Context: an optimization exercise on an open-source flow, tuned for small area, a short achievable clock period and few clock cycles per item. The choices shown serve that exercise and are no tape-out recipe. Only simulation tests tie the RTL to the original design; equivalence was not proved. Power and IR drop assume default switching activity.

==> design/flow/flow/run.sh <==
#!/bin/bash
# Layout flow: the standard ORFS flow (standard.sh) with two changes after
# synthesis, passed to ORFS as its own variables:
#  - buffer_ports puts a buf_2 on each port instead of the delay cell it picks
#    by default
#  - clock tree synthesis adds no dummy loads and clusters up to 22 sinks
#    within 90 um per leaf buffer, for a smaller clock tree
# 1. the standard synthesis, unchanged
# 2. floorplan to finish
set -euo pipefail
bash standard.sh synth > flow_synth.log 2>&1
export BUFFER_PORTS_ARGS="-buffer_cell sky130_fd_sc_hd__buf_2"
export CTS_ARGS="-sink_clustering_enable -repair_clock_nets -dont_use_dummy_load -sink_clustering_size 22 -sink_clustering_max_diameter 90"
bash standard.sh > flow_layout.log 2>&1
==> design/flow/standard.sh <==
#!/bin/bash
# synth_recipe.tcl (not shown) runs the flow's synth.tcl, then flattens the netlist and writes it again
# the make line also repeats each setting of config.mk as NAME=value (left out here)
make -C /OpenROAD-flow-scripts/flow DESIGN_CONFIG=/design/flow/config.mk WORK_HOME=/design/flow/orfs CLKGATE_MAP_FILE= SYNTH_SCRIPT=/design/flow/synth_recipe.tcl "${@:-finish}"
==> design/flow/config.mk <==
export PLATFORM = sky130hd
export DESIGN_NAME = selective_repeat_receiver_core
export DESIGN_NICKNAME = selective_repeat_receiver_core
export VERILOG_FILES = /design/flow/design.v
export SDC_FILE = /design/flow/constraint.sdc
export NUM_CORES = 4
export LEC_CHECK = 0
export CAP_MARGIN = 20
export CORE_MARGIN = 2
export CORE_UTILIZATION = 40
export SETUP_SLACK_MARGIN = 2.65
export SLEW_MARGIN = 20
==> design/flow/constraint.sdc <==
create_clock -name core_clock -period 5.0 [get_ports {clk}]
set_input_delay 1.0000 -clock core_clock [delete_from_list [all_inputs] [get_ports {clk}]]
set_output_delay 1.0000 -clock core_clock [all_outputs]
set_load 0.01 [all_outputs]
==> design/flow/design.v <==
package srr_pkg;
  localparam int SRR_WINDOW_DEPTH = 16;
  localparam int SRR_MAX_PAYLOAD  = 1024;
  localparam int SEQ_W = 16;
  localparam int LEN_W = 11;
  localparam int REF_W = 32;
  typedef enum logic [1:0] {
    KIND_ACK     = 2'd0,
    KIND_DUP     = 2'd1,
    KIND_DELIVER = 2'd2
  } kind_t;
  typedef enum logic [1:0] {
    ALU_SUB = 2'd0,
    ALU_INC = 2'd1,
    ALU_DEC = 2'd2
  } alu_op_t;
  typedef enum logic [2:0] {
    ST_IDLE,
    ST_AHEAD,
    ST_BEHIND,
    ST_CLASS,
    ST_OLD,
    ST_READ,
    ST_DELIVER
  } state_t;
  typedef struct packed {
    logic             last;
    logic [LEN_W-1:0] length;
    logic [REF_W-1:0] pref;
  } slot_entry_t;
endpackage
module srr_alu (
  input  logic [15:0] seq,
  input  logic [15:0] exp_n,
  input  logic [11:0] e_hi_p1,    
  input  logic [11:0] e_hi_m1,    
  output logic        win,
  output logic        beh,
  output logic        head
);
  logic        brw;
  logic        eq0, eqp, eqm;
  assign brw     = seq[3:0] < exp_n[3:0];
  assign eq0     = (seq[15:4] == exp_n[15:4]);
  assign eqp     = (seq[15:4] == e_hi_p1);
  assign eqm     = (seq[15:4] == e_hi_m1);
  assign win     = brw ? eqp : eq0;
  assign beh     = brw ? eq0 : eqm;
  assign head    = eq0 && (seq[3:0] == exp_n[3:0]);
endmodule
module srr_slot_store (
  input  logic        clk,
  input  logic [15:0] wr_en,
  input  logic [43:0] wr_data,
  input  logic [15:0] rd_sel,
  output logic [43:0] rd_data
);
  logic [43:0] mem [16];
  always_ff @(posedge clk) begin
    for (int k = 0; k < 16; k++) begin
      if (wr_en[k]) mem[k] <= wr_data;
    end
  end
  always_comb begin
    rd_data = '0;
    for (int k = 0; k < 16; k++) begin
      rd_data = rd_data | (mem[k] & {44{rd_sel[k]}});
    end
  end
endmodule
module selective_repeat_receiver_core #(
  parameter int WINDOW_DEPTH = srr_pkg::SRR_WINDOW_DEPTH
) (
  input  logic                      clk,
  input  logic                      rst_n,
  input  logic                      in_valid,
  output logic                      in_ready,
  input  logic [15:0]               in_seq_num,
  input  logic                      in_last_flag,
  input  logic [10:0]               in_payload_length,
  input  logic [31:0]               in_payload_ref,
  output logic                      out_valid,
  input  logic                      out_ready,
  output logic [1:0]                out_kind,
  output logic [15:0]               out_ack_num,
  output logic                      out_last,
  output logic [10:0]               out_length,
  output logic [31:0]               out_ref,
  output logic                      out_end_of_run,
  output logic                      out_transfer_done
);
  logic [15:0] exp_r;
  logic [11:0] ehp1_r, ehm1_r;    
  logic [15:0] eoh_r;             
  logic [15:0] em1_r;             
  logic        done_r;
  logic [15:0] held_r;
  logic        ov_r;
  logic [1:0]  kind_r;
  logic [15:0] num_r;
  logic        olast_r;
  logic [42:0] odata_r;
  logic        oend_r;
  logic        odone_r;       
  logic        rdy_idle_r;    
  logic        rdy_end_r;     
  logic        adv, dlv, take;
  logic [15:0] sdec, wen;
  logic [15:0] eoh1, rsel;
  logic [43:0] rd_data;
  logic        rd_last, held_nx;
  logic        win, beh, head, free, st, go;
  logic        win_nd;
  logic [15:0] exp_m1;
  logic [10:0] len_c;
  assign adv      = out_ready || rdy_idle_r;
  assign dlv      = adv && !rdy_end_r;
  assign in_ready = rdy_idle_r || (out_ready && rdy_end_r);
  assign take     = in_valid && in_ready;
  assign eoh1 = {eoh_r[14:0], eoh_r[15]};
  assign rsel = rdy_end_r ? 16'd0 : eoh_r;
  always_comb begin
    for (int k = 0; k < 16; k++) sdec[k] = (in_seq_num[3:0] == k[3:0]);
  end
  assign wen = {16{take}} & sdec & ~held_r;
  srr_slot_store u_store (
    .clk     (clk),
    .wr_en   (wen),
    .wr_data ({in_last_flag, len_c, in_payload_ref}),
    .rd_sel  (rsel),
    .rd_data (rd_data)
  );
  assign rd_last = rd_data[43];
  assign held_nx = (held_r & eoh1) != 16'd0;
  srr_alu u_cls (
    .seq   (in_seq_num),
    .exp_n   (exp_r),
    .e_hi_p1 (ehp1_r),
    .e_hi_m1 (ehm1_r),
    .win   (win),
    .beh   (beh),
    .head  (head)
  );
  assign free   = !held_r[in_seq_num[3:0]];
  assign st     = !done_r && win && free;
  assign go     = !done_r && head;
  assign exp_m1 = em1_r;
  assign win_nd = !done_r && win;
  assign len_c  = (in_payload_length[10] && (in_payload_length[9:0] != 10'd0))
                  ? 11'd1024 : in_payload_length;
  always_ff @(posedge clk) begin
    if (!rst_n) begin
      ov_r   <= 1'b0;
      rdy_idle_r <= 1'b1;
      rdy_end_r  <= 1'b1;
      odone_r    <= 1'b0;
      exp_r  <= '0;
      ehp1_r <= 12'h001;
      ehm1_r <= 12'hfff;
      eoh_r  <= 16'h0001;
      em1_r  <= '0;
      done_r <= 1'b0;
      held_r <= '0;
    end else begin
      if (dlv) begin
        ov_r   <= 1'b1;
        rdy_idle_r <= 1'b0;
        rdy_end_r  <= rd_last || !held_nx;
        odone_r    <= odone_r || rd_last;
        exp_r  <= exp_r + 16'd1;
        em1_r  <= (exp_r == 16'hffff) ? 16'd0 : exp_r;
        eoh_r  <= eoh1;
        if (exp_r[3:0] == 4'hf) begin
          ehp1_r <= ehp1_r + 12'd1;
          ehm1_r <= exp_r[15:4];
        end
        done_r <= done_r || rd_last;
        held_r <= held_r & ~eoh_r;
      end else if (take) begin
        ov_r <= 1'b1;
        rdy_idle_r <= 1'b0;
        rdy_end_r  <= !go;
        held_r <= held_r | ({16{win_nd}} & sdec);
      end else if (adv) begin
        ov_r <= 1'b0;
        rdy_idle_r <= 1'b1;
        rdy_end_r  <= 1'b1;
      end
    end
  end
  always_ff @(posedge clk) begin
    if (dlv) begin
      kind_r  <= srr_pkg::KIND_DELIVER;
      num_r   <= exp_r;
      olast_r <= rd_last;
      oend_r  <= rd_last || !held_nx;
    end else if (take) begin
      kind_r  <= st ? srr_pkg::KIND_ACK : srr_pkg::KIND_DUP;
      num_r   <= (done_r || win || beh) ? in_seq_num : exp_m1;
      olast_r <= in_last_flag;
      oend_r  <= !go;
    end
    if (adv) odata_r <= rd_data[42:0];
  end
  assign out_valid         = ov_r;
  assign out_kind          = kind_r;
  assign out_ack_num       = num_r;
  assign out_last          = olast_r;
  assign out_length        = odata_r[42:32];
  assign out_ref           = odata_r[31:0];
  assign out_end_of_run    = oend_r;
  assign out_transfer_done = odone_r;
endmodule
==> results of run 1 <==
[placed cells by master (no fill, tap or decap), drive strengths merged, types with 28 or more instances in the layout]
cell,n
and2,28
nand4,30
nor3,33
edfxtp,765
xnor2,41
a22o,151
nand2,107
a21oi,45
nand3,39
a22oi,124
buf,221
dfxtp,95
o211ai,32
clkbuf,52
a221oi,101
nor2b,33
[logic make-up (layout without fill, tap and decap cells)]
family	count (synthesis)	count (layout)
other cells	0	1
compound gates	512	513
buf+inv	143	283
mux	5	5
fa+ha+maj	6	6
xor+xnor	58	58
flops	860	860
simple gates	337	342
[flip-flops by register name (all words and copies together) (netlist names)]
name,flops
odata_r,43
olast_r,1
num_r,16
rdy_end_r,1
held_r,16
u_store.mem,704
odone_r,1
rdy_idle_r,1
exp_r,16
kind_r,2
ehp1_r,12
done_r,1
oend_r,1
ehm1_r,12
eoh_r,16
em1_r,16
ov_r,1
[power by group through the flow]
stage	Combinational (mW)	Clock, mW	Sequential, mW
2_1_floorplan	0.106	0	8.09
3_3_place_gp	0.281	0	8.08
3_5_place_dp	0.290	0	8.08
4_1_cts	0.301	3.85	7.91
5_1_grt	0.334	4.07	7.92
6_report	0.310	3.77	7.91
[repair_timing]
item | CTS | global route
resized for setup | 71 | 34
endpoints found under the setup margin | 810 | 154
pin swaps | 7 | 15
setup buffers | 13 | 24
cloned | 7 | 4
[final cells by class]
cell class	instances	area [um2]	share of cell area, %
Sequential cell	860	24900	68.9
Multi-Input combinational cell	924	7040	19.5
Timing Repair Buffer	227	1700	4.70
Tap cell	1050	1310	3.63
Clock buffer	46	1150	3.18
Inverter	10	42.5	0.118
Antenna cell	1	2.50	0.00692
[path summary, 6_finish.rpt]
kind | to | slack [ns] | depth (start not counted)
worst min register to register | odone_r | 0.47 | 1
worst max register to register | u_store.mem[0][23] | 2.65 | 6
worst min-delay path | odone_r | 0.47 | 1
worst max-delay path | in_ready | 2.56 | 3
[layer usage]
layer | vias up | track usage, % | share of wire [%]
met4 | 8 | 6.68 | 3.0
li1 | 8014 | - | -
met1 | 9794 | 30.1 | 41
met2 | 947 | 36.3 | 47
met3 | 173 | 3.89 | 8.7
met5 | - | 0 | 0.051
[stage by stage]
stage | instances | power [mW] | area, um2
floorplan | 1921 | 8.19 | 32200
CTS | 3089 | 12.1 | 35700
finish | 3118 | 12.0 | 36100
global placement | 3023 | 8.36 | 34200
global route | 3117 | 12.3 | 36100
detailed placement | 3023 | 8.37 | 34200
==> impl_table.tex, run 1 <==
\begin{tabular}{lr}
\hline
Metric & Value \\
\hline
\multicolumn{2}{l}{\textbf{Timing}} \\
\quad Final worst path period share & 48.7\% \\
\quad Unrepaired setup endpoints after global routing & true \\
\quad Total negative slack & 0 ns \\
\quad Final setup violation count & 0 \\
\quad Final worst-path setup slack & approximately 2.6 ns \\
\quad Final period demand of the worst path & 2.44 ns \\
\quad Pins Over Slew Limit & 0 \\
\quad Worst hold slack & 0.470 ns \\
\quad Final hold violation count & 0 \\
\quad Highest Clock Rate & 0.411 GHz \\
\quad Skew final & 0.0933 ns \\
\quad Least-Margin Pin Slew & 1.19 ns \\
\quad Headroom to the max-slew limit & 20.1\% \\
\multicolumn{2}{l}{\textbf{Outcome}} \\
\quad Outcome & no timing/DRC/antenna violations \\
\multicolumn{2}{l}{\textbf{Power}} \\
\quad Proportion of total power due to net switching & 19.9\% \\
\quad Leakage power & 11.4 nW \\
\quad Worst vdd ir & 257 uV \\
\quad Power Internal & 9.60 mW \\
\quad PwrDens & 332 nW/um2 \\
\quad Net switching power of the design & around 2.4 mW \\
\quad Sequential share of power & 66.0\% \\
\quad Relative contribution of combinational cells to total power & 2.6\% \\
\quad Part of the total power dissipated in the clock network & approximately a third \\
\multicolumn{2}{l}{\textbf{GRT}} \\
\quad Via count of the first global-routing pass & 18300 \\
\quad Pin count of the biggest net entering global routing & 58 \\
\quad Remaining Overflow, GRT & 0 \\
\quad GRT Resource Usage Total & 22.1\% \\
\quad Wire length of the first global-routing pass & 131000 um \\
\quad Antenna violations before repair & 6 \\
\multicolumn{2}{l}{\textbf{Critical path}} \\
\quad Type of the worst setup path & in2out \\
\quad Maximum fanout along the worst path & 5 \\
\quad Series of cell instances along the critical path & buf\_8, a21o\_1, buf\_2 \\
\quad Slowest stage delay, CP & roughly 0.18 ns \\
\quad Worst path arrival time & 1.44 ns \\
\quad Worst path slowest cell & sky130\_fd\_sc\_hd\_\_a21o\_1 \\
\quad Critical Path Sink Type & primary output \\
\quad Origin of the worst setup path & out\_ready \\
\quad Critical path data required time & 4.00 ns \\
\quad Largest delay share family, worst path & buffers and inverters \\
\quad Combined buffer and inverter count along the critical path & 2 \\
\quad Launch instance of the worst register-to-register path & rdy\_idle\_r \\
\quad Kind of launch point of the worst setup path & primary input \\
\multicolumn{2}{l}{\textbf{Yosys}} \\
\quad Cell with the most instances after synthesis & sky130\_fd\_sc\_hd\_\_edfxtp\_1 \\
\quad Dominant combinational cell family by area after synthesis & compound AO/OA/AOI/OAI gates \\
\quad Share of synthesized cell area in and, or, nand and nor gates & 5.59\% \\
\quad Async set-or-reset flop fraction in the synthesized netlist & 0\% \\
\quad Xor and xnor area share after synthesis & under 10\% \\
\quad Number of enable-type register cells in the synthesized netlist & 765 \\
\quad Flip-flop and latch count after synthesis & 860 \\
\quad Synthesized net count & 1991 \\
\quad Synthesized-area fraction occupied by ao, oa, aoi and oai cells & about an eighth \\
\quad Synth warn & 3 \\
\quad Area of the mapped netlist & 32000 um2 \\
\quad Synth area leader & sky130\_fd\_sc\_hd\_\_edfxtp\_1 \\
\quad Number of standard cells after synthesis & 1921 \\
\quad Unique masters post-synth & 48 \\
\quad Yosys top cell area share & 71.9\% \\
\quad Sequential element share of the synthesized area & 77.8\% \\
\quad Adder-cell share of the synthesized area & less than 1\% \\
\quad Biggest area contributors in the synthesized netlist & sky130\_fd\_sc\_hd\_\_edfxtp\_1, sky130\_fd\_sc\_hd\_\_dfxtp\_1, sky130\_fd\_sc\_hd\_\_a22o\_1 \\
\quad Multiplexer fraction of the synthesized cell area & less than 1\% \\
\quad Most used flip-flop cell after synthesis & sky130\_fd\_sc\_hd\_\_edfxtp\_1 \\
\quad Average size of a mapped cell & between 15 and 20 um2 \\
\quad Cell types with the highest counts after synthesis & sky130\_fd\_sc\_hd\_\_edfxtp\_1, sky130\_fd\_sc\_hd\_\_a22o\_1, sky130\_fd\_sc\_hd\_\_a22oi\_1 \\
\multicolumn{2}{l}{\textbf{Routing}} \\
\quad Iteration count of the initial detailed-routing pass & 5 \\
\quad DRC violation count after routing & 0 \\
\quad WL per Instance & approximately 30 um \\
\quad Via total after detailed routing & 18900 \\
\quad ANT nets after route & 0 \\
\quad First-iteration detailed-routing DRC count & 2296 \\
\quad Number of vias per cell after detailed routing & 6.07 \\
\quad Final wirelength & approximately 94000 um \\
\multicolumn{2}{l}{\textbf{Die}} \\
\quad Area enclosed by the die boundary & a little over 80000 um2 \\
\quad Total I/O pin count & between 100 and 150 \\
\quad Initial cell density of the core & 40.4\% \\
\quad Die width & 287 um \\
\quad Core ar. & between 70000 and 80000 um2 \\
\quad Site Rows & 103 \\
\quad Die span in y & 287 um \\
\multicolumn{2}{l}{\textbf{Layout}} \\
\quad Area added between synthesis and finish & 13.1\% \\
\quad Net count of the finished layout & 2139 \\
\quad Final core utilization & 45.8\% \\
\quad Layout cell share with drive strength beyond 1 & 17.9\% \\
\quad Filler cells & 6748 \\
\multicolumn{2}{l}{\textbf{CTS}} \\
\quad Count of clock tree sinks & between 800 and 900 \\
\quad Clock latency of the later-clocked register in the worst-skew pair & 0.65 ns \\
\quad Clock Path Buffers & 3 \\
\quad Clock tree root buffer cell & sky130\_fd\_sc\_hd\_\_clkbuf\_16 \\
\quad CTS Hold Bufs & 0 \\
\quad Clock transition time at the flip-flop clock pins of the worst setup and hold paths & 0.06 ns \\
\quad TritonCTS clock tree & done \\
\quad CTS buffer count & 46 \\
\quad Level count of the clock H-tree & 2 \\
\multicolumn{2}{l}{\textbf{Placement}} \\
\quad Hpwl dp & between 40000 and 50000 um \\
\quad Post-placement setup slack & 1.36 ns \\
\quad Final estimated routing congestion in global placement & 0.865 \\
\quad Port Buffer Count & 129 \\
\multicolumn{2}{l}{\textbf{Min path}} \\
\quad Hold Crit Class & reg2reg \\
\quad Worst Hold Launch & odone\_r \\
\multicolumn{2}{l}{\textbf{Run}} \\
\quad Max cap viols & 0 \\
\hline
\end{tabular}
Testbench counts, summed over its fixed seeds: cycles 21,937, items 12,000.
==> inputs of run 2 (changes only) <==
--- a/design/flow/design.v
+++ b/design/flow/design.v
@@ -106,2 +106,3 @@
   logic        rdy_end_r;     
+  logic        cont_r;        
   logic        adv, dlv, take;
@@ -115,8 +116,8 @@
   logic [10:0] len_c;
-  assign adv      = out_ready || rdy_idle_r;
-  assign dlv      = adv && !rdy_end_r;
   assign in_ready = rdy_idle_r || (out_ready && rdy_end_r);
-  assign take     = in_valid && in_ready;
+  assign adv      = out_ready || !ov_r;
+  assign dlv      = adv && cont_r;
+  assign take     = in_valid && adv && !cont_r;
   assign eoh1 = {eoh_r[14:0], eoh_r[15]};
-  assign rsel = rdy_end_r ? 16'd0 : eoh_r;
+  assign rsel = cont_r ? eoh_r : 16'd0;
   always_comb begin
@@ -155,2 +156,3 @@
       rdy_end_r  <= 1'b1;
+      cont_r     <= 1'b0;
       odone_r    <= 1'b0;
@@ -168,2 +170,3 @@
         rdy_end_r  <= rd_last || !held_nx;
+        cont_r     <= !rd_last && held_nx;
         odone_r    <= odone_r || rd_last;
@@ -182,2 +185,3 @@
         rdy_end_r  <= !go;
+        cont_r     <= go;
         held_r <= held_r | ({16{win_nd}} & sdec);
@@ -187,2 +191,3 @@
         rdy_end_r  <= 1'b1;
+        cont_r     <= 1'b0;
       end
==> run 2 against run 1 <==
  * Core utilization is 0.45 points lower
  * Critical path type unchanged
  * First-iteration DRC count rose by 3.0%
  * Synthesized cell count is 1.3% lower
  * Clock skew down 0.0070 ns
  * Design area fell by 0.82%
  * Area after synthesis is 0.14% higher
  * Combinational power is 4% higher
  * Global-route usage shrank 1.1 points
  * Count of clock-buffer cells in the layout unchanged
  * Die area up 0.14%
==> impl_table.tex, run 2 <==
\begin{tabular}{lr}
\hline
Metric & Value \\
\hline
\multicolumn{2}{l}{\textbf{Power}} \\
\quad Power Internal & 9.62 mW (+0.18\%) \\
\quad Relative contribution of combinational cells to total power & 2.7\% (about the same) \\
\quad Worst vdd ir & 263 uV (+2.6\%) \\
\quad Net switching power of the design & 2.39 mW (+0.15\%) \\
\quad Part of the total power dissipated in the clock network & 31.3\% (about the same) \\
\quad Leakage power & 11.6 nW (+1.8\%) \\
\quad Sequential share of power & 66.0\% (about the same) \\
\quad PwrDens & 335 nW/um2 (+1.0\%) \\
\quad Proportion of total power due to net switching & 19.9\% (about the same) \\
\multicolumn{2}{l}{\textbf{Yosys}} \\
\quad Number of enable-type register cells in the synthesized netlist & 765 (unchanged) \\
\quad Number of standard cells after synthesis & 1896 (-1.3\%) \\
\quad Synthesized net count & 1966 (-1.3\%) \\
\quad Average size of a mapped cell & 16.9 um2 (+1.5\%) \\
\quad Flip-flop and latch count after synthesis & 861 (+0.12\%) \\
\quad Area of the mapped netlist & 32000 um2 (+0.14\%) \\
\quad Synth warn & 3 (unchanged) \\
\quad Synth area leader & sky130\_fd\_sc\_hd\_\_edfxtp\_1 \\
\quad Sequential element share of the synthesized area & 77.8\% (about the same) \\
\quad Yosys top cell area share & 71.8\% (-0.10 points) \\
\quad Async set-or-reset flop fraction in the synthesized netlist & 0\% (unchanged) \\
\quad Cell with the most instances after synthesis & sky130\_fd\_sc\_hd\_\_edfxtp\_1 \\
\quad Unique masters post-synth & 43 (-10\%) \\
\quad Biggest area contributors in the synthesized netlist & sky130\_fd\_sc\_hd\_\_edfxtp\_1, sky130\_fd\_sc\_hd\_\_a22o\_1, sky130\_fd\_sc\_hd\_\_dfxtp\_1 \\
\quad Most used flip-flop cell after synthesis & sky130\_fd\_sc\_hd\_\_edfxtp\_1 \\
\quad Cell types with the highest counts after synthesis & sky130\_fd\_sc\_hd\_\_edfxtp\_1, sky130\_fd\_sc\_hd\_\_a22o\_1, sky130\_fd\_sc\_hd\_\_a221oi\_1 \\
\multicolumn{2}{l}{\textbf{CTS}} \\
\quad Clock latency of the later-clocked register in the worst-skew pair & 0.64 ns (about the same) \\
\quad Count of clock tree sinks & 861 (+0.12\%) \\
\quad Clock Path Buffers & 3 (unchanged) \\
\quad CTS Hold Bufs & 0 (unchanged) \\
\quad Clock transition time at the flip-flop clock pins of the worst setup and hold paths & 0.09 ns (+0.03 ns) \\
\quad Clock tree root buffer cell & sky130\_fd\_sc\_hd\_\_clkbuf\_16 \\
\quad TritonCTS clock tree & done \\
\quad Level count of the clock H-tree & 2 (unchanged) \\
\quad CTS buffer count & 46 (unchanged) \\
\multicolumn{2}{l}{\textbf{Timing}} \\
\quad Final worst path period share & 47.5\% (-1.2 points) \\
\quad Total negative slack & 0 ns (unchanged) \\
\quad Skew final & 0.0863 ns (-0.00700 ns) \\
\quad Headroom to the max-slew limit & 32.9\% (+13 points) \\
\quad Final period demand of the worst path & 2.37 ns (-0.0613 ns) \\
\quad Worst hold slack & 0.453 ns (-0.0167 ns) \\
\quad Final hold violation count & 0 (unchanged) \\
\quad Final setup violation count & 0 (unchanged) \\
\quad Final worst-path setup slack & 2.63 ns (+0.0613 ns) \\
\quad Least-Margin Pin Slew & 1.00 ns (-0.189 ns) \\
\quad Unrepaired setup endpoints after global routing & true \\
\quad Pins Over Slew Limit & 0 (unchanged) \\
\quad Highest Clock Rate & 0.421 GHz (+2.6\%) \\
\multicolumn{2}{l}{\textbf{Critical path}} \\
\quad Kind of launch point of the worst setup path & primary input \\
\quad Critical Path Sink Type & primary output \\
\quad Critical path data required time & 4.00 ns (about the same) \\
\quad Worst path arrival time & 1.37 ns (-0.07 ns) \\
\quad Type of the worst setup path & in2out \\
\quad Maximum fanout along the worst path & 2 (-3) \\
\quad Worst reg-to-reg setup slack & 2.66 ns (about the same) \\
\multicolumn{2}{l}{\textbf{Placement}} \\
\quad Post-placement setup slack & 1.19 ns (-0.171 ns) \\
\quad Final estimated routing congestion in global placement & 0.853 (-1.4\%) \\
\quad Port Buffer Count & 129 (unchanged) \\
\quad Instance count after placement with tap cells included & 2997 (-0.86\%) \\
\quad Hpwl dp & 46000 um (-7.7\%) \\
\multicolumn{2}{l}{\textbf{Min path}} \\
\quad Hold Crit Class & reg2reg \\
\multicolumn{2}{l}{\textbf{Die}} \\
\quad Core ar. & 79100 um2 (+0.16\%) \\
\quad Total I/O pin count & 130 (unchanged) \\
\quad Area enclosed by the die boundary & 82300 um2 (+0.14\%) \\
\quad Initial cell density of the core & 40.4\% (about the same) \\
\quad Site Rows & 103 (unchanged) \\
\quad Die width & 287 um (about the same) \\
\quad Die span in y & 287 um (about the same) \\
\multicolumn{2}{l}{\textbf{GRT}} \\
\quad Pin count of the biggest net entering global routing & 84 (+45\%) \\
\quad Remaining Overflow, GRT & 0 (unchanged) \\
\quad GRT Resource Usage Total & 21.0\% (-1.1 points) \\
\quad Via count of the first global-routing pass & 18000 (-1.7\%) \\
\quad Wire length of the first global-routing pass & 126000 um (-3.9\%) \\
\quad Antenna violations before repair & 6 (unchanged) \\
\multicolumn{2}{l}{\textbf{Layout}} \\
\quad Register with the highest flop count & u\_store.mem \\
\quad Largest regs & u\_store.mem x704, odata\_r x43 \\
\quad Layout cell share with drive strength beyond 1 & 15.8\% (-2.1 points) \\
\quad Number of cells in the finished layout apart from fillers & 3057 (-2.0\%) \\
\quad Area added between synthesis and finish & 12.0\% \\
\quad Final core utilization & 45.3\% (-0.45 points) \\
\quad Leading cell type in the layout, fill and taps excluded & sky130\_fd\_sc\_hd\_\_edfxtp\_1 \\
\quad Number of flip-flops under the largest register name & 704 (unchanged) \\
\quad Filler cells & 6820 (+1.1\%) \\
\quad Most frequent cells in the layout & sky130\_fd\_sc\_hd\_\_edfxtp\_1, sky130\_fd\_sc\_hd\_\_a22o\_1, sky130\_fd\_sc\_hd\_\_a221oi\_1 \\
\quad Net count of the finished layout & 2077 (-2.9\%) \\
\multicolumn{2}{l}{\textbf{Routing}} \\
\quad ANT nets after route & 0 (unchanged) \\
\quad Via total after detailed routing & 18400 (-2.6\%) \\
\quad Final wirelength & 87900 um (-6.2\%) \\
\quad Number of vias per cell after detailed routing & 6.03 (-0.65\%) \\
\quad Iteration count of the initial detailed-routing pass & 7 (+2) \\
\quad DRC violation count after routing & 0 (unchanged) \\
\quad First-iteration detailed-routing DRC count & 2364 (+3.0\%) \\
\quad WL per Instance & 28.8 um (-4.3\%) \\
\multicolumn{2}{l}{\textbf{Outcome}} \\
\quad Outcome & no timing/DRC/antenna violations \\
\multicolumn{2}{l}{\textbf{Run}} \\
\quad Max cap viols & 0 (unchanged) \\
\hline
\end{tabular}
-- run 2: changes by cell type after synthesis, moves of 17 or more --
cell and delta:
sky130_fd_sc_hd__a221oi_1 +36, sky130_fd_sc_hd__and2_1 +19, sky130_fd_sc_hd__nand2_1 -33, sky130_fd_sc_hd__a22o_1 +94
sky130_fd_sc_hd__nand4b_1 -25, sky130_fd_sc_hd__a22oi_1 -124, sky130_fd_sc_hd__o211ai_1 -31, sky130_fd_sc_hd__nand4_1 +27
sky130_fd_sc_hd__a21oi_1 -19, sky130_fd_sc_hd__o21ai_0 +36, sky130_fd_sc_hd__nor3_1 -17
-- run 2: critical path, cell delays in order --
cell and delay (ns):
sky130_fd_sc_hd__buf_6 0.10, sky130_fd_sc_hd__a21o_1 0.15, sky130_fd_sc_hd__buf_2 0.13
-- run 2: worst paths after layout --
| kind | startpoint | to | depth (start not counted) |
|---|---|---|---|
| setup / recovery | out_ready | in_ready | 3 |
| hold / removal | kind_r[1] | kind_r[1] | 2 |
| setup reg to reg | eoh_r[10] | odata_r[22] | 6 |
| hold reg to reg | kind_r[1] | kind_r[1] | 2 |
-- run 2: power groups by stage --
stage                     Sequential, mW  Clock [mW]  Combinational, mW
after floorplan                     8.10           0              0.123
after global placement              8.09           0              0.297
after detailed placement            8.09           0              0.306
after CTS                           7.93        3.83              0.321
after global routing                7.94        4.05              0.347
final                               7.93        3.76              0.321
-- run 2: metal layers --
layer / wire length [um] / track usage, % / vias up
met5: 58 / 0 / -
met4: 1990 / 5.07 / 8
met3: 7240 / 2.84 / 125
met2: 41300 / 33.9 / 883
met1: 37300 / 30.4 / 9549
li1: - / - / 7879
-- run 2: cells by family after synthesis --
| family | Yosys count | synth area share, % |
|---|---|---|
| flops | 861 | 77.8 |
| compound gates | 503 | 12.7 |
| simple gates | 308 | 5.07 |
| buf+inv | 139 | 1.76 |
| xor+xnor | 58 | 1.59 |
| mux | 21 | 0.852 |
| fa+ha+maj | 6 | 0.235 |
-- run 2: cell type report --
type / count / area [um2] / area share [%]
Inverter: 12 / 65.1 / 0.181
Antenna cell: 2 / 5.00 / 0.0140
Timing Repair Buffer: 188 / 1390 / 3.86
Tap cell: 1050 / 1310 / 3.66
Multi-Input combinational cell: 898 / 7030 / 19.6
Sequential cell: 861 / 24900 / 69.5
Clock buffer: 46 / 1150 / 3.21
-- run 2: metrics by stage --
stage               area (um2)  power [mW]
floorplan                32400        8.22
global placement         34200        8.39
detailed placement       34200        8.40
CTS                      35800        12.1
global route             35800        12.3
finish                   35900        12.0
-- run 2: repair_timing --
action | 4_1_cts | 5_1_grt
resized for setup | 60 | 31
setup endpoints to repair | 840 | 94
pin swaps | 8 | 7
buffers inserted | 4 | 2
cloned | 5 | 1
Testbench counts of run 2, summed over its fixed seeds: cycles 21,937, items 12,000.
==> inputs of run 3 (changes only) <==
==> design/flow/flow/run.sh (replaced) <==
#!/bin/bash
# Layout flow: the standard ORFS flow (standard.sh) with two changes after
# synthesis, passed to ORFS as its own variables:
#  - buffer_ports puts a buf_2 on each port instead of the delay cell it picks
#    by default
#  - clock tree synthesis adds no dummy loads and clusters up to 25 sinks
#    within 100 um per leaf buffer, for a smaller clock tree
# 1. the standard synthesis, unchanged
# 2. floorplan to finish
set -euo pipefail
bash standard.sh synth > flow_synth.log 2>&1
export BUFFER_PORTS_ARGS="-buffer_cell sky130_fd_sc_hd__buf_2"
export CTS_ARGS="-sink_clustering_enable -repair_clock_nets -dont_use_dummy_load -sink_clustering_size 25 -sink_clustering_max_diameter 100"
bash standard.sh > flow_layout.log 2>&1
==> run 3 against run 2 <==
  * Sequential power is essentially flat
  * Global-route usage is 0.20 points lower
  * Critical path depth is the same
  * Worst hold slack improved by 0.00062 ns
  * Synthesized cell count did not move
  * Area after synthesis stayed put
  * Combinational power barely moved
  * Still clean on timing, DRC and antenna
==> impl_table.tex, run 3 <==
\begin{tabular}{lr}
\hline
Metric & Value \\
\hline
\multicolumn{2}{l}{\textbf{Routing}} \\
\quad Metal2 WL & 40900 um (-0.80\%) \\
\quad WL per Instance & 28.6 um (-0.63\%) \\
\quad ANT nets after route & 0 (unchanged) \\
\quad First-iteration detailed-routing DRC count & 2206 (-6.7\%) \\
\quad Iteration count of the initial detailed-routing pass & 8 (+1) \\
\quad Via total after detailed routing & 18300 (-0.53\%) \\
\quad Number of vias per cell after detailed routing & 6.02 (-0.27\%) \\
\quad Final wirelength & 87100 um (-0.89\%) \\
\quad DRC violation count after routing & 0 (unchanged) \\
\quad Metal1 wirelength & 36600 um (-1.9\%) \\
\quad Top Metal Used & met5 \\
\quad Met3 wirelength from detailed routing & 7590 um (+4.8\%) \\
\multicolumn{2}{l}{\textbf{Power}} \\
\quad PwrDens & 330 nW/um2 (-1.4\%) \\
\quad Worst vdd ir & 328 uV (+25\%) \\
\quad Leakage power & 11.6 nW (-0.55\%) \\
\quad Tot Pwr & 11.8 mW (-1.9\%) \\
\multicolumn{2}{l}{\textbf{Timing}} \\
\quad Total negative slack & 0 ns (unchanged) \\
\quad Pins Over Slew Limit & 0 (unchanged) \\
\quad Highest Clock Rate & 0.420 GHz (-0.15\%) \\
\quad Least-Margin Pin Slew & 1.02 ns (+0.0126 ns) \\
\quad Headroom to the max-slew limit & 32.1\% (-0.84 points) \\
\quad Skew final & 0.105 ns (+0.0185 ns) \\
\quad Final period demand of the worst path & 2.38 ns (+0.00352 ns) \\
\quad Worst hold slack & 0.454 ns (+0.000625 ns) \\
\quad Final hold violation count & 0 (unchanged) \\
\quad Unrepaired setup endpoints after global routing & true \\
\quad Final worst path period share & 47.6\% (+0.070 points) \\
\quad Final setup violation count & 0 (unchanged) \\
\multicolumn{2}{l}{\textbf{Yosys}} \\
\quad Synth area leader & sky130\_fd\_sc\_hd\_\_edfxtp\_1 \\
\quad Flip-flop and latch count after synthesis & 861 (unchanged) \\
\quad Synth warn & 3 (unchanged) \\
\quad Area of the mapped netlist & 32000 um2 (unchanged) \\
\quad Cell types with the highest counts after synthesis & sky130\_fd\_sc\_hd\_\_edfxtp\_1, sky130\_fd\_sc\_hd\_\_a22o\_1, sky130\_fd\_sc\_hd\_\_a221oi\_1 \\
\quad Sequential element share of the synthesized area & 77.8\% (unchanged) \\
\quad Biggest area contributors in the synthesized netlist & sky130\_fd\_sc\_hd\_\_edfxtp\_1, sky130\_fd\_sc\_hd\_\_a22o\_1, sky130\_fd\_sc\_hd\_\_dfxtp\_1 \\
\quad Average size of a mapped cell & 16.9 um2 (unchanged) \\
\quad Number of enable-type register cells in the synthesized netlist & 765 (unchanged) \\
\quad Yosys top cell area share & 71.8\% (unchanged) \\
\quad Async set-or-reset flop fraction in the synthesized netlist & 0\% (unchanged) \\
\quad Synthesized net count & 1966 (unchanged) \\
\quad Number of standard cells after synthesis & 1896 (unchanged) \\
\quad Most used flip-flop cell after synthesis & sky130\_fd\_sc\_hd\_\_edfxtp\_1 \\
\quad Cell with the most instances after synthesis & sky130\_fd\_sc\_hd\_\_edfxtp\_1 \\
\quad Unique masters post-synth & 43 (unchanged) \\
\multicolumn{2}{l}{\textbf{Layout}} \\
\quad Filler cells & 6836 (+0.23\%) \\
\quad Number of flip-flops under the largest register name & 704 (unchanged) \\
\quad Antenna Diode Count & 0 (-2) \\
\quad Layout cell share with drive strength beyond 1 & 15.4\% (-0.40 points) \\
\quad Register with the highest flop count & u\_store.mem \\
\quad Leading cell type in the layout, fill and taps excluded & sky130\_fd\_sc\_hd\_\_edfxtp\_1 \\
\quad Number of cells in the finished layout apart from fillers & 3049 (-0.26\%) \\
\quad Area added between synthesis and finish & 11.5\% \\
\quad Area occupied by registers & 24900 um2 (unchanged) \\
\quad Largest regs & u\_store.mem x704, odata\_r x43 \\
\quad Area occupied by multi-input gates & 7020 um2 (-0.14\%) \\
\quad Net count of the finished layout & 2071 (-0.29\%) \\
\quad Most frequent cells in the layout & sky130\_fd\_sc\_hd\_\_edfxtp\_1, sky130\_fd\_sc\_hd\_\_a22o\_1, sky130\_fd\_sc\_hd\_\_a221oi\_1 \\
\multicolumn{2}{l}{\textbf{CTS}} \\
\quad Clock tree root buffer cell & sky130\_fd\_sc\_hd\_\_clkbuf\_16 \\
\quad TritonCTS clock tree & done \\
\quad Clock latency of the later-clocked register in the worst-skew pair & 0.62 ns (-0.02 ns) \\
\quad Clock transition time at the flip-flop clock pins of the worst setup and hold paths & 0.10 ns (about the same) \\
\quad CTS buffer count & 41 (-11\%) \\
\quad Level count of the clock H-tree & 2 (unchanged) \\
\quad Count of clock tree sinks & 861 (unchanged) \\
\quad Clock Path Buffers & 3 (unchanged) \\
\quad CTS Hold Bufs & 0 (unchanged) \\
\multicolumn{2}{l}{\textbf{Placement}} \\
\quad Final estimated routing congestion in global placement & 0.853 (unchanged) \\
\quad Hpwl dp & 46000 um (unchanged) \\
\quad Port Buffer Count & 129 (unchanged) \\
\quad Instance count after placement with tap cells included & 2997 (unchanged) \\
\multicolumn{2}{l}{\textbf{Min path}} \\
\quad Hold Crit Class & reg2reg \\
\multicolumn{2}{l}{\textbf{GRT}} \\
\quad Wire length of the first global-routing pass & 125000 um (-0.65\%) \\
\quad Remaining Overflow, GRT & 0 (unchanged) \\
\quad Via count of the first global-routing pass & 17900 (-0.86\%) \\
\quad GRT Resource Usage Total & 20.8\% (-0.20 points) \\
\quad Antenna violations before repair & 6 (unchanged) \\
\quad Pin count of the biggest net entering global routing & 84 (unchanged) \\
\multicolumn{2}{l}{\textbf{Die}} \\
\quad Total I/O pin count & 130 (unchanged) \\
\quad Initial cell density of the core & 40.4\% (unchanged) \\
\quad Area enclosed by the die boundary & 82300 um2 (unchanged) \\
\quad Site Rows & 103 (unchanged) \\
\quad Die width & 287 um (unchanged) \\
\quad Core ar. & 79100 um2 (unchanged) \\
\quad Die span in y & 287 um (unchanged) \\
\multicolumn{2}{l}{\textbf{Outcome}} \\
\quad Outcome & no timing/DRC/antenna violations \\
\multicolumn{2}{l}{\textbf{Critical path}} \\
\quad Critical path data required time & 4.00 ns (about the same) \\
\quad Type of the worst setup path & in2out \\
\quad Worst path arrival time & 1.38 ns (about the same) \\
\quad Critical Path Sink Type & primary output \\
\quad Maximum fanout along the worst path & 2 (unchanged) \\
\quad Kind of launch point of the worst setup path & primary input \\
\multicolumn{2}{l}{\textbf{Run}} \\
\quad Max cap viols & 0 (unchanged) \\
\hline
\end{tabular}
run 3: cell count changes in the layout (fill, tap and decap cells not counted), sizes merged:
cell,previous run,this run
diode,2,0
clkbuf,53,44
buf,179,182
run 3: stage by stage:
step           cell area [um2]  utilization (%)  setup WS [ns]
6_report                 35700             45.1           2.62
5_1_grt                  35700             45.1           2.61
4_1_cts                  35600             45.0           2.61
2_1_floorplan            32400                -           1.52
3_3_place_gp             34200             43.2           1.35
3_5_place_dp             34200             43.2           1.19
run 3: metal layers:
metal	global-route usage, %	vias up
met1	30.3	9502
met4	4.80	8
met2	33.6	861
met3	2.72	125
li1	-	7850
met5	0	-
run 3: cell type report:
type,count,share of cell area [%]
Inverter,12,0.182
Sequential cell,861,69.8
Clock buffer,41,2.87
Tap cell,1050,3.68
Multi-Input combinational cell,898,19.7
Timing Repair Buffer,187,3.81
run 3: where the power goes:
group          internal (mW)  switching, mW
sequential              7.90         0.0234
clock                   1.47           2.07
combinational         0.0791          0.242
run 3: path summary, 6_finish.rpt:
| kind | from | to | slack, ns | cells past startpoint |
|---|---|---|---|---|
| worst min register to register | kind_r[1] | kind_r[1] | 0.45 | 2 |
| worst min-delay path | kind_r[1] | kind_r[1] | 0.45 | 2 |
| worst max-delay path | out_ready | in_ready | 2.62 | 3 |
| worst max register to register | cont_r | odata_r[35] | 2.68 | 6 |
run 3: cells by family (layout without fill, tap and decap cells):
| kind of cell | Yosys count | after routing | synth area share, % |
|---|---|---|---|
| simple gates | 308 | 310 | 5.07 |
| flops | 861 | 861 | 77.8 |
| mux | 21 | 21 | 0.852 |
| xor+xnor | 58 | 58 | 1.59 |
| compound gates | 503 | 503 | 12.7 |
| fa+ha+maj | 6 | 6 | 0.235 |
| buf+inv | 139 | 240 | 1.76 |
run 3: timing repair:
item,4_1_cts,5_1_grt
gates cloned,4,1
buffers inserted,4,2
setup endpoints to repair,842,85
pin swaps,8,3
resized for setup,70,18
run 3: worst max-delay path, stage by stage:
cell                     delay, ns
sky130_fd_sc_hd__buf_6        0.10
sky130_fd_sc_hd__a21o_1       0.15
sky130_fd_sc_hd__buf_2        0.13
==> inputs of run 4 (changes only) <==
--- a/design/flow/design.v
+++ b/design/flow/design.v
@@ -50,10 +50,12 @@
 endmodule
-module srr_slot_store (
+module srr_slot_store #(
+  parameter int W = 43
+) (
   input  logic        clk,
   input  logic [15:0] wr_en,
-  input  logic [43:0] wr_data,
+  input  logic [W-1:0] wr_data,
   input  logic [15:0] rd_sel,
-  output logic [43:0] rd_data
+  output logic [W-1:0] rd_data
 );
-  logic [43:0] mem [16];
+  logic [W-1:0] mem [16];
   always_ff @(posedge clk) begin
@@ -66,3 +68,3 @@
     for (int k = 0; k < 16; k++) begin
-      rd_data = rd_data | (mem[k] & {44{rd_sel[k]}});
+      rd_data = rd_data | (mem[k] & {W{rd_sel[k]}});
     end
@@ -97,2 +99,4 @@
   logic [15:0] held_r;
+  logic        lv_r;
+  logic [3:0]  lp_r;
   logic        ov_r;
@@ -110,3 +114,4 @@
   logic [15:0] eoh1, rsel;
-  logic [43:0] rd_data;
+  logic [42:0] rd_data;
+  logic        lt_lp, ge_e_in, ge_e_lp, nearer;
   logic        rd_last, held_nx;
@@ -129,3 +134,3 @@
     .wr_en   (wen),
-    .wr_data ({in_last_flag, len_c, in_payload_ref}),
+    .wr_data ({len_c, in_payload_ref}),
     .rd_sel  (rsel),
@@ -133,3 +138,7 @@
   );
-  assign rd_last = rd_data[43];
+  assign rd_last = lv_r && (lp_r == exp_r[3:0]);
+  assign lt_lp   = in_seq_num[3:0] < lp_r;
+  assign ge_e_in = in_seq_num[3:0] >= exp_r[3:0];
+  assign ge_e_lp = lp_r >= exp_r[3:0];
+  assign nearer  = (ge_e_in == ge_e_lp) ? lt_lp : ge_e_in;
   assign held_nx = (held_r & eoh1) != 16'd0;
@@ -165,2 +174,3 @@
       held_r <= '0;
+      lv_r   <= 1'b0;
     end else begin
@@ -187,2 +197,6 @@
         held_r <= held_r | ({16{win_nd}} & sdec);
+        if (st && in_last_flag && (!lv_r || nearer)) begin
+          lv_r <= 1'b1;
+          lp_r <= in_seq_num[3:0];
+        end
       end else if (adv) begin
==> run 4 against run 3 <==
  * Worst hold slack worse by 0.0022 ns
  * Largest cell class unchanged
  * Count of clock-buffer cells in the layout stayed put
  * Still clean
  * Highest routed layer unchanged
  * Clock power hardly changed
  * Clock skew is 0.041 ns lower
  * Power is 0.73% lower
  * Synthesized cell count is 2.2% higher
  * Register-to-register slack worse by 0.02 ns
==> impl_table.tex, run 4 <==
\begin{tabular}{lr}
\hline
Metric & Value \\
\hline
\multicolumn{2}{l}{\textbf{Outcome}} \\
\quad Outcome & no timing/DRC/antenna violations \\
\multicolumn{2}{l}{\textbf{Yosys}} \\
\quad Number of enable-type register cells in the synthesized netlist & 753 (-1.6\%) \\
\quad Sequential element share of the synthesized area & 77.0\% (-0.80 points) \\
\quad Share of synthesized cell area in and, or, nand and nor gates & 5.29\% (+0.22 points) \\
\quad Number of standard cells after synthesis & 1937 (+2.2\%) \\
\quad Biggest area contributors in the synthesized netlist & sky130\_fd\_sc\_hd\_\_edfxtp\_1, sky130\_fd\_sc\_hd\_\_dfxtp\_1, sky130\_fd\_sc\_hd\_\_a22o\_1 \\
\quad Yosys top cell area share & 70.9\% (-0.89 points) \\
\quad Synth area leader & sky130\_fd\_sc\_hd\_\_edfxtp\_1 \\
\quad Multiplexer fraction of the synthesized cell area & 0.820\% (-0.032 points) \\
\quad Most used flip-flop cell after synthesis & sky130\_fd\_sc\_hd\_\_edfxtp\_1 \\
\quad Synthesized-area fraction occupied by ao, oa, aoi and oai cells & 12.5\% (-0.17 points) \\
\quad Cell with the most instances after synthesis & sky130\_fd\_sc\_hd\_\_edfxtp\_1 \\
\quad Async set-or-reset flop fraction in the synthesized netlist & 0\% (unchanged) \\
\quad Unique masters post-synth & 57 (+33\%) \\
\quad Cell types with the highest counts after synthesis & sky130\_fd\_sc\_hd\_\_edfxtp\_1, sky130\_fd\_sc\_hd\_\_a22o\_1, sky130\_fd\_sc\_hd\_\_a221oi\_1 \\
\quad Synthesized net count & 2014 (+2.4\%) \\
\quad Dominant combinational cell family by area after synthesis & compound AO/OA/AOI/OAI gates \\
\quad Area of the mapped netlist & 31900 um2 (-0.34\%) \\
\quad Adder-cell share of the synthesized area & 0.510\% (+0.28 points) \\
\quad Flip-flop and latch count after synthesis & 850 (-1.3\%) \\
\quad Synth warn & 3 (unchanged) \\
\quad Xor and xnor area share after synthesis & 1.70\% (+0.12 points) \\
\quad Average size of a mapped cell & 16.5 um2 (-2.4\%) \\
\multicolumn{2}{l}{\textbf{Routing}} \\
\quad First-iteration detailed-routing DRC count & 2487 (+13\%) \\
\quad Metal1 wirelength & 36600 um (about the same) \\
\quad Iteration count of the initial detailed-routing pass & 5 (-3) \\
\quad Number of vias per cell after detailed routing & 6.04 (+0.44\%) \\
\quad Final wirelength & 87500 um (+0.42\%) \\
\quad ANT nets after route & 0 (unchanged) \\
\quad DRC violation count after routing & 0 (unchanged) \\
\quad WL per Instance & 28.2 um (-1.1\%) \\
\quad Met3 wirelength from detailed routing & 7650 um (+0.74\%) \\
\quad Metal2 WL & 41000 um (+0.17\%) \\
\quad Via total after detailed routing & 18700 (+2.0\%) \\
\quad Top Metal Used & met5 \\
\multicolumn{2}{l}{\textbf{Power}} \\
\quad PwrDens & 329 nW/um2 (-0.40\%) \\
\quad Leakage power & 11.5 nW (-0.21\%) \\
\quad Worst vdd ir & 238 uV (-27\%) \\
\multicolumn{2}{l}{\textbf{CTS}} \\
\quad CTS buffer count & 41 (unchanged) \\
\quad Clock latency of the later-clocked register in the worst-skew pair & 0.59 ns (-0.03 ns) \\
\quad Level count of the clock H-tree & 2 (unchanged) \\
\quad Count of clock tree sinks & 850 (-1.3\%) \\
\quad Clock Path Buffers & 3 (unchanged) \\
\quad Clock transition time at the flip-flop clock pins of the worst setup and hold paths & 0.10 ns (about the same) \\
\quad TritonCTS clock tree & done \\
\quad CTS Hold Bufs & 0 (unchanged) \\
\quad Clock tree root buffer cell & sky130\_fd\_sc\_hd\_\_clkbuf\_16 \\
\multicolumn{2}{l}{\textbf{GRT}} \\
\quad Antenna violations before repair & 3 (-3) \\
\quad Pin count of the biggest net entering global routing & 75 (-11\%) \\
\quad Wire length of the first global-routing pass & 125000 um (about the same) \\
\quad Via count of the first global-routing pass & 18000 (+0.97\%) \\
\quad GRT Resource Usage Total & 20.9\% (+0.022 points) \\
\quad Remaining Overflow, GRT & 0 (unchanged) \\
\multicolumn{2}{l}{\textbf{Critical path}} \\
\quad Launch instance of the worst register-to-register path & exp\_r[2] \\
\quad Worst reg-to-reg setup slack & 2.66 ns (-0.02 ns) \\
\quad Critical path data required time & 4.00 ns (about the same) \\
\quad Series of cell instances along the critical path & buf\_6, a21o\_1, buf\_2 \\
\quad Worst path slowest cell & sky130\_fd\_sc\_hd\_\_a21o\_1 \\
\quad Maximum fanout along the worst path & 2 (unchanged) \\
\quad Type of the worst setup path & in2out \\
\quad Capturing point of the worst reg2reg path & num\_r[14] \\
\quad Worst path arrival time & 1.37 ns (about the same) \\
\quad Kind of launch point of the worst setup path & primary input \\
\quad Number of cell instances on the worst register-to-register path & 10 (+4) \\
\quad Critical Path Sink Type & primary output \\
\quad Slowest stage delay, CP & 0.14 ns (about the same) \\
\multicolumn{2}{l}{\textbf{Die}} \\
\quad Total I/O pin count & 130 (unchanged) \\
\quad Core ar. & 79000 um2 (-0.16\%) \\
\quad Die width & 286 um (-0.17\%) \\
\quad Initial cell density of the core & 40.4\% (-0.070 points) \\
\quad Site Rows & 103 (unchanged) \\
\quad Area enclosed by the die boundary & 82000 um2 (-0.33\%) \\
\quad Die span in y & 286 um (-0.17\%) \\
\multicolumn{2}{l}{\textbf{Min path}} \\
\quad Worst min-delay path endpoint & rdy\_idle\_r \\
\quad Worst Hold Launch & rdy\_idle\_r \\
\quad Hold Crit Class & reg2reg \\
\quad Worst Hold Path Cells & 2 (unchanged) \\
\multicolumn{2}{l}{\textbf{Layout}} \\
\quad Final core utilization & 45.0\% (-0.074 points) \\
\quad Net count of the finished layout & 2126 (+2.7\%) \\
\quad Number of flip-flops under the largest register name & 688 (-2.3\%) \\
\quad Layout cell share with drive strength beyond 1 & 16.1\% (+0.76 points) \\
\quad Register with the highest flop count & u\_store.mem \\
\quad Area added between synthesis and finish & 11.5\% (about the same) \\
\quad Largest regs & u\_store.mem x688, odata\_r x43 \\
\quad Antenna Diode Count & 0 (unchanged) \\
\quad Final non-filler cell area & 35600 um2 (-0.33\%) \\
\quad Leading cell type in the layout, fill and taps excluded & sky130\_fd\_sc\_hd\_\_edfxtp\_1 \\
\quad Most frequent cells in the layout & sky130\_fd\_sc\_hd\_\_edfxtp\_1, sky130\_fd\_sc\_hd\_\_a22o\_1, sky130\_fd\_sc\_hd\_\_a221oi\_1 \\
\multicolumn{2}{l}{\textbf{Timing}} \\
\quad Worst hold slack & 0.452 ns (-0.00225 ns) \\
\quad Headroom to the max-slew limit & 33.8\% (+1.7 points) \\
\quad Least-Margin Pin Slew & 0.992 ns (-0.0250 ns) \\
\quad Skew final & 0.0634 ns (-0.0414 ns) \\
\quad Final worst path period share & 47.4\% (-0.13 points) \\
\quad Final setup violation count & 0 (unchanged) \\
\quad Unrepaired setup endpoints after global routing & true \\
\quad Highest Clock Rate & 0.422 GHz (+0.28\%) \\
\quad Pins Over Slew Limit & 0 (unchanged) \\
\quad Final hold violation count & 0 (unchanged) \\
\quad Total negative slack & 0 ns (unchanged) \\
\quad Final period demand of the worst path & 2.37 ns (-0.00662 ns) \\
\multicolumn{2}{l}{\textbf{Placement}} \\
\quad Final estimated routing congestion in global placement & 0.870 (+2.0\%) \\
\quad Port Buffer Count & 129 (unchanged) \\
\quad Placed Area & 33900 um2 (-0.93\%) \\
\quad Hpwl dp & 46800 um (+1.9\%) \\
\multicolumn{2}{l}{\textbf{Run}} \\
\quad Max cap viols & 0 (unchanged) \\
\hline
\end{tabular}
==> run 4: changes by cell type after synthesis, moves of 8 or more <==
cell | previous run | this run
sky130_fd_sc_hd__nor2_1 | 34 | 79
sky130_fd_sc_hd__and2_1 | 46 | 20
sky130_fd_sc_hd__xor2_1 | 5 | 27
sky130_fd_sc_hd__a22o_1 | 239 | 219
sky130_fd_sc_hd__xnor2_1 | 53 | 35
sky130_fd_sc_hd__a22oi_1 | 0 | 16
sky130_fd_sc_hd__a21oi_1 | 26 | 40
sky130_fd_sc_hd__a21boi_0 | 13 | 0
sky130_fd_sc_hd__edfxtp_1 | 765 | 753
sky130_fd_sc_hd__nor2b_1 | 24 | 13
sky130_fd_sc_hd__nand2_1 | 74 | 84
sky130_fd_sc_hd__o21ai_1 | 1 | 10
sky130_fd_sc_hd__nand3_1 | 32 | 40
==> run 4: what timing repair did <==
item,in CTS,in global routing
buffers inserted,11,6
gates cloned,3,1
pin swaps,10,17
setup endpoints to repair,859,66
gates resized for setup,95,23
==> run 4: through the flow <==
step / cells / total power, mW / worst slack, ns
6_report: 3097 / 11.7 / 2.63
5_1_grt: 3097 / 12.0 / 2.56
4_1_cts: 3090 / 11.8 / 2.59
3_5_place_dp: 3035 / 8.29 / 1.26
3_3_place_gp: 3035 / 8.28 / 1.37
2_1_floorplan: 1937 / 8.11 / 1.75
==> run 4: routing by layer <==
| metal | vias up | global-route usage [%] |
|---|---|---|
| met5 | - | 0 |
| met1 | 9710 | 29.7 |
| li1 | 7972 | - |
| met2 | 889 | 33.4 |
| met4 | 4 | 4.86 |
| met3 | 141 | 3.69 |
==> run 4: cell type report <==
type	instances	area [um2]
fill	6764	43400
inverter	14	77.6
sequential	850	24600
multi-input combinational	941	7060
timing repair buffer	201	1520
clock buffer	41	1030
tap	1050	1310
==> run 4: logic make-up (layout without fill, tap and decap cells) <==
logic type               count (synthesis)  after routing
flip-flops                             850            850
AO/OA/AOI/OAI                          502            502
AND/OR/NAND/NOR                        342            343
buffers and inverters                  147            256
XOR/XNOR                                62             62
multiplexers                            21             21
adder cells (fa/ha/maj)                 13             13
==> run 4: worst max-delay path by stage <==
stage / from / end / slack [ns] / cells after the start
finish: out_ready / in_ready / 2.63 / 3
floorplan: in_seq_num[1] / u_store.mem[9][0] / 1.75 / 4
global route: exp_r[2] / num_r[3] / 2.56 / 10
CTS: cont_r / odata_r[15] / 2.59 / 5
global placement: out_ready / u_store.mem[11][39] / 1.37 / 8
detailed placement: out_ready / u_store.mem[10][31] / 1.26 / 8
==> run 4: critical path, delay by kind of cell <==
family	cells	cell delay, ns
buffers and inverters	2	0.23
AOI/OAI and AO/OA	1	0.14
==> run 4: where the power goes <==
group          switching (mW)  internal (mW)
Combinational           0.248         0.0822
Sequential             0.0240           7.80
Clock                    2.08           1.47
Testbench counts of run 4, summed over its fixed seeds: cycles 21,937, items 12,000.
==> inputs of run 5 (changes only) <==
==> design/flow/flow/run.sh (replaced) <==
#!/bin/bash
# Layout flow: the standard ORFS flow (standard.sh) with two changes after
# synthesis, passed to ORFS as its own variables:
#  - buffer_ports puts a buf_2 on each port instead of the delay cell it picks
#    by default
#  - clock tree synthesis adds no dummy loads and clusters up to 22 sinks
#    within 90 um per leaf buffer, for a smaller clock tree
# 1. the standard synthesis, unchanged
# 2. floorplan to finish
set -euo pipefail
bash standard.sh synth > flow_synth.log 2>&1
export BUFFER_PORTS_ARGS="-buffer_cell sky130_fd_sc_hd__buf_2"
export CTS_ARGS="-sink_clustering_enable -repair_clock_nets -dont_use_dummy_load -sink_clustering_size 22 -sink_clustering_max_diameter 90"
bash standard.sh > flow_layout.log 2>&1
==> run 5 against run 4 <==
  * Design area is 1.1% higher
  * Highest routed layer unchanged
  * Non-clock buffer count increased by 12
  * Cell count up 0.55%
  * Clock skew increased by 0.013 ns
  * Synthesized cell count unchanged
  * First-iteration DRC count is 8.0% higher
  * Routed wire length grew 2.2%
==> impl_table.tex, run 5 <==
\begin{tabular}{lr}
\hline
Metric & Value \\
\hline
\multicolumn{2}{l}{\textbf{Outcome}} \\
\quad Outcome & no timing/DRC/antenna violations \\
\multicolumn{2}{l}{\textbf{Timing}} \\
\quad Final hold violation count & 0 (unchanged) \\
\quad Final period demand of the worst path & 2.36 ns (-0.00865 ns) \\
\quad Final setup violation count & 0 (unchanged) \\
\quad Unrepaired setup endpoints after global routing & true \\
\quad Least-Margin Pin Slew & 0.983 ns (-0.00837 ns) \\
\quad Headroom to the max-slew limit & 34.3\% (+0.56 points) \\
\quad Total negative slack & 0 ns (unchanged) \\
\quad Final worst path period share & 47.3\% (-0.17 points) \\
\quad Skew final & 0.0759 ns (+0.0125 ns) \\
\quad Highest Clock Rate & 0.423 GHz (+0.37\%) \\
\quad Pins Over Slew Limit & 0 (unchanged) \\
\multicolumn{2}{l}{\textbf{Routing}} \\
\quad Number of vias per cell after detailed routing & 6.06 (+0.35\%) \\
\quad DRC violation count after routing & 0 (unchanged) \\
\quad First-iteration detailed-routing DRC count & 2686 (+8.0\%) \\
\quad Final wirelength & 89400 um (+2.2\%) \\
\quad WL per Instance & 28.7 um (+1.7\%) \\
\quad ANT nets after route & 0 (unchanged) \\
\quad Via total after detailed routing & 18900 (+0.90\%) \\
\quad Iteration count of the initial detailed-routing pass & 5 (unchanged) \\
\multicolumn{2}{l}{\textbf{Layout}} \\
\quad Number of flip-flops under the largest register name & 688 (unchanged) \\
\quad Area added between synthesis and finish & 12.8\% \\
\quad Net count of the finished layout & 2142 (+0.75\%) \\
\quad Leading cell type in the layout, fill and taps excluded & sky130\_fd\_sc\_hd\_\_edfxtp\_1 \\
\quad Register with the highest flop count & u\_store.mem \\
\quad Layout cell share with drive strength beyond 1 & 16.7\% (+0.60 points) \\
\quad Most frequent cells in the layout & sky130\_fd\_sc\_hd\_\_edfxtp\_1, sky130\_fd\_sc\_hd\_\_a22o\_1, sky130\_fd\_sc\_hd\_\_a221oi\_1 \\
\quad Largest regs & u\_store.mem x688, odata\_r x43 \\
\quad Number of cells in the finished layout apart from fillers & 3114 (+0.55\%) \\
\quad Filler cells & 6718 (-0.68\%) \\
\multicolumn{2}{l}{\textbf{CTS}} \\
\quad Clock tree root buffer cell & sky130\_fd\_sc\_hd\_\_clkbuf\_16 \\
\quad Level count of the clock H-tree & 2 (unchanged) \\
\quad CTS buffer count & 45 (+9.8\%) \\
\quad TritonCTS clock tree & done \\
\quad Clock transition time at the flip-flop clock pins of the worst setup and hold paths & 0.09 ns (about the same) \\
\quad Clock latency of the later-clocked register in the worst-skew pair & 0.60 ns (about the same) \\
\quad Count of clock tree sinks & 850 (unchanged) \\
\quad Clock Path Buffers & 3 (unchanged) \\
\multicolumn{2}{l}{\textbf{GRT}} \\
\quad Global-route track usage on met2 & 33.8\% (+0.36 points) \\
\quad Remaining Overflow, GRT & 0 (unchanged) \\
\quad GRT Resource Usage Total & 21.1\% (+0.22 points) \\
\quad GR Util met1 & 29.8\% (about the same) \\
\quad Wire length of the first global-routing pass & 126000 um (+0.67\%) \\
\quad Busiest grt layer & met2 \\
\quad Via count of the first global-routing pass & 18100 (+0.41\%) \\
\quad Met3 Track Usage GR & 3.43\% (-0.25 points) \\
\quad Pin count of the biggest net entering global routing & 75 (unchanged) \\
\quad Antenna violations before repair & 5 (+2) \\
\multicolumn{2}{l}{\textbf{Critical path}} \\
\quad Maximum fanout along the worst path & 2 (unchanged) \\
\quad Launch instance of the worst register-to-register path & eoh\_r[11] \\
\quad Critical path data required time & 4.00 ns (about the same) \\
\quad Kind of launch point of the worst setup path & primary input \\
\quad Origin of the worst setup path & out\_ready \\
\quad Type of the worst setup path & in2out \\
\quad Critical Path Sink Type & primary output \\
\quad Worst path arrival time & 1.36 ns (about the same) \\
\multicolumn{2}{l}{\textbf{Die}} \\
\quad Area enclosed by the die boundary & 82000 um2 (unchanged) \\
\quad Core ar. & 79000 um2 (unchanged) \\
\quad Die width & 286 um (unchanged) \\
\quad Die span in y & 286 um (unchanged) \\
\quad Site Rows & 103 (unchanged) \\
\quad Total I/O pin count & 130 (unchanged) \\
\quad Initial cell density of the core & 40.4\% (unchanged) \\
\multicolumn{2}{l}{\textbf{Yosys}} \\
\quad Sequential element share of the synthesized area & 77.0\% (unchanged) \\
\quad Cell types with the highest counts after synthesis & sky130\_fd\_sc\_hd\_\_edfxtp\_1, sky130\_fd\_sc\_hd\_\_a22o\_1, sky130\_fd\_sc\_hd\_\_a221oi\_1 \\
\quad Biggest area contributors in the synthesized netlist & sky130\_fd\_sc\_hd\_\_edfxtp\_1, sky130\_fd\_sc\_hd\_\_dfxtp\_1, sky130\_fd\_sc\_hd\_\_a22o\_1 \\
\quad Synth area leader & sky130\_fd\_sc\_hd\_\_edfxtp\_1 \\
\quad Cell with the most instances after synthesis & sky130\_fd\_sc\_hd\_\_edfxtp\_1 \\
\quad Synth warn & 3 (unchanged) \\
\quad Number of enable-type register cells in the synthesized netlist & 753 (unchanged) \\
\quad Flip-flop and latch count after synthesis & 850 (unchanged) \\
\quad Average size of a mapped cell & 16.5 um2 (unchanged) \\
\quad Synthesized net count & 2014 (unchanged) \\
\quad Number of standard cells after synthesis & 1937 (unchanged) \\
\quad Yosys top cell area share & 70.9\% (unchanged) \\
\quad Unique masters post-synth & 57 (unchanged) \\
\quad Most used flip-flop cell after synthesis & sky130\_fd\_sc\_hd\_\_edfxtp\_1 \\
\quad Area of the mapped netlist & 31900 um2 (unchanged) \\
\quad Async set-or-reset flop fraction in the synthesized netlist & 0\% (unchanged) \\
\multicolumn{2}{l}{\textbf{Run}} \\
\quad Max cap viols & 0 (unchanged) \\
\multicolumn{2}{l}{\textbf{Min path}} \\
\quad Worst Hold Launch & rdy\_idle\_r \\
\quad Hold Crit Class & reg2reg \\
\multicolumn{2}{l}{\textbf{Placement}} \\
\quad Hpwl dp & 46800 um (unchanged) \\
\quad Instance count after placement with tap cells included & 3035 (unchanged) \\
\quad Final estimated routing congestion in global placement & 0.870 (unchanged) \\
\quad Port Buffer Count & 129 (unchanged) \\
\multicolumn{2}{l}{\textbf{Power}} \\
\quad Leakage power & 11.7 nW (+1.6\%) \\
\quad Worst vdd ir & 254 uV (+6.6\%) \\
\quad PwrDens & 331 nW/um2 (+0.50\%) \\
\hline
\end{tabular}
-- run 5: cell type report --
cell class                 instances  area [um2]  area share [%]
tap                             1050        1310            3.65
sequential                       850       24600            68.3
multi-input combinational        941        7090            19.7
antenna                            1        2.50         0.00696
timing repair buffer             213        1770            4.92
inverter                          14        76.3           0.212
clock buffer                      45        1130            3.13
-- run 5: worst paths after layout --
path,end,slack (ns),cells after the start
setup / recovery,in_ready,2.64,3
hold / removal,rdy_idle_r,0.45,2
setup reg to reg,odata_r[14],2.67,5
hold reg to reg,rdy_idle_r,0.45,2
-- run 5: stage by stage --
| stage | area (um2) | power [mW] | hold slack, ns | worst slack (ns) | utilization [%] |
|---|---|---|---|---|---|
| finish | 36000 | 11.9 | 0.450 | 2.64 | 45.5 |
| global route | 36000 | 12.2 | 0.468 | 2.56 | 45.5 |
| CTS | 35600 | 11.9 | 0.450 | 2.63 | 45.1 |
| detailed placement | 33900 | 8.29 | 0.436 | 1.26 | 42.9 |
| global placement | 33900 | 8.28 | 0.435 | 1.37 | 42.9 |
| floorplan | 32100 | 8.11 | 0.423 | 1.75 | - |
-- run 5: layer usage --
layer  share of wire, %  vias to the layer above
met5              0.045                        -
met4                2.6                        6
met3                8.7                      137
met2                 47                      942
met1                 41                     9793
li1                   -                     8006
-- run 5: logic make-up after synthesis --
| kind of cell | Yosys count | share of synthesized area, % |
|---|---|---|
| adders and majority gates | 13 | 0.510 |
| xor gates and xnor gates | 62 | 1.70 |
| buffers and inverters | 147 | 2.17 |
| AOI/OAI and AO/OA | 502 | 12.5 |
| and+or+nand+nor | 342 | 5.29 |
| DFF | 850 | 77.0 |
| muxes | 21 | 0.820 |
-- run 5: repair_timing --
item / in CTS / in global routing
hold buffers: 0 / 0
gates resized for setup: 104 / 32
cloned: 5 / 5
pin swaps: 11 / 17
buffers inserted: 11 / 12
setup endpoints to repair: 858 / 344
hold endpoints to repair: 0 / 0
-- run 5: critical path, stage by stage --
cell and delay (ns):
sky130_fd_sc_hd__buf_6 0.09, sky130_fd_sc_hd__a21o_1 0.14, sky130_fd_sc_hd__buf_2 0.13
-- run 5: where the power goes --
group / leakage (nW) / switching [mW] / internal, mW / total (mW)
sequential: 7.69 / 0.0239 / 7.80 / 7.82
combinational: 3.47 / 0.255 / 0.0906 / 0.345
clock: 0.555 / 2.12 / 1.60 / 3.72

[static timing again, ports no longer ideal]
No port has a modelled driver above. Below, the same layouts with a new extraction and two added sets of constraints. Step 1 assumes that a clkbuf_16 drives the clock port and a buf_2 every other input. Step 2 times the ports against the registers' clock, not the clock port: input delays grow and output delays shrink by t, the midpoint of the rising clock arrivals with the driver on. Three values: ideal ports, drivers, drivers and shift; two values: the first two.
run | t (ns) | setup slack, ns | latest minus earliest clock arrival (ns) | worst register clock-pin slew, ns | pins driven straight from the clock port
run 1 | 0.660 | 2.564 / 2.522 / 2.038 | 0.108 / 0.109 | 0.09 / 0.09 | 1
run 2 | 0.651 | 2.625 / 2.593 / 2.070 | 0.106 / 0.106 | 0.09 / 0.09 | 1
run 3 | 0.631 | 2.622 / 2.590 / 2.101 | 0.107 / 0.108 | 0.10 / 0.10 | 1
run 4 | 0.644 | 2.628 / 2.593 / 2.004 | 0.102 / 0.102 | 0.11 / 0.11 | 1
run 5 | 0.650 | 2.637 / 2.593 / 1.960 | 0.121 / 0.121 | 0.10 / 0.10 | 1
After both steps setup and hold are still met in every run listed. For run 5, which loses most, drivers alone change the setup slack by -0.044 ns; drivers and shift together by -0.677 ns.
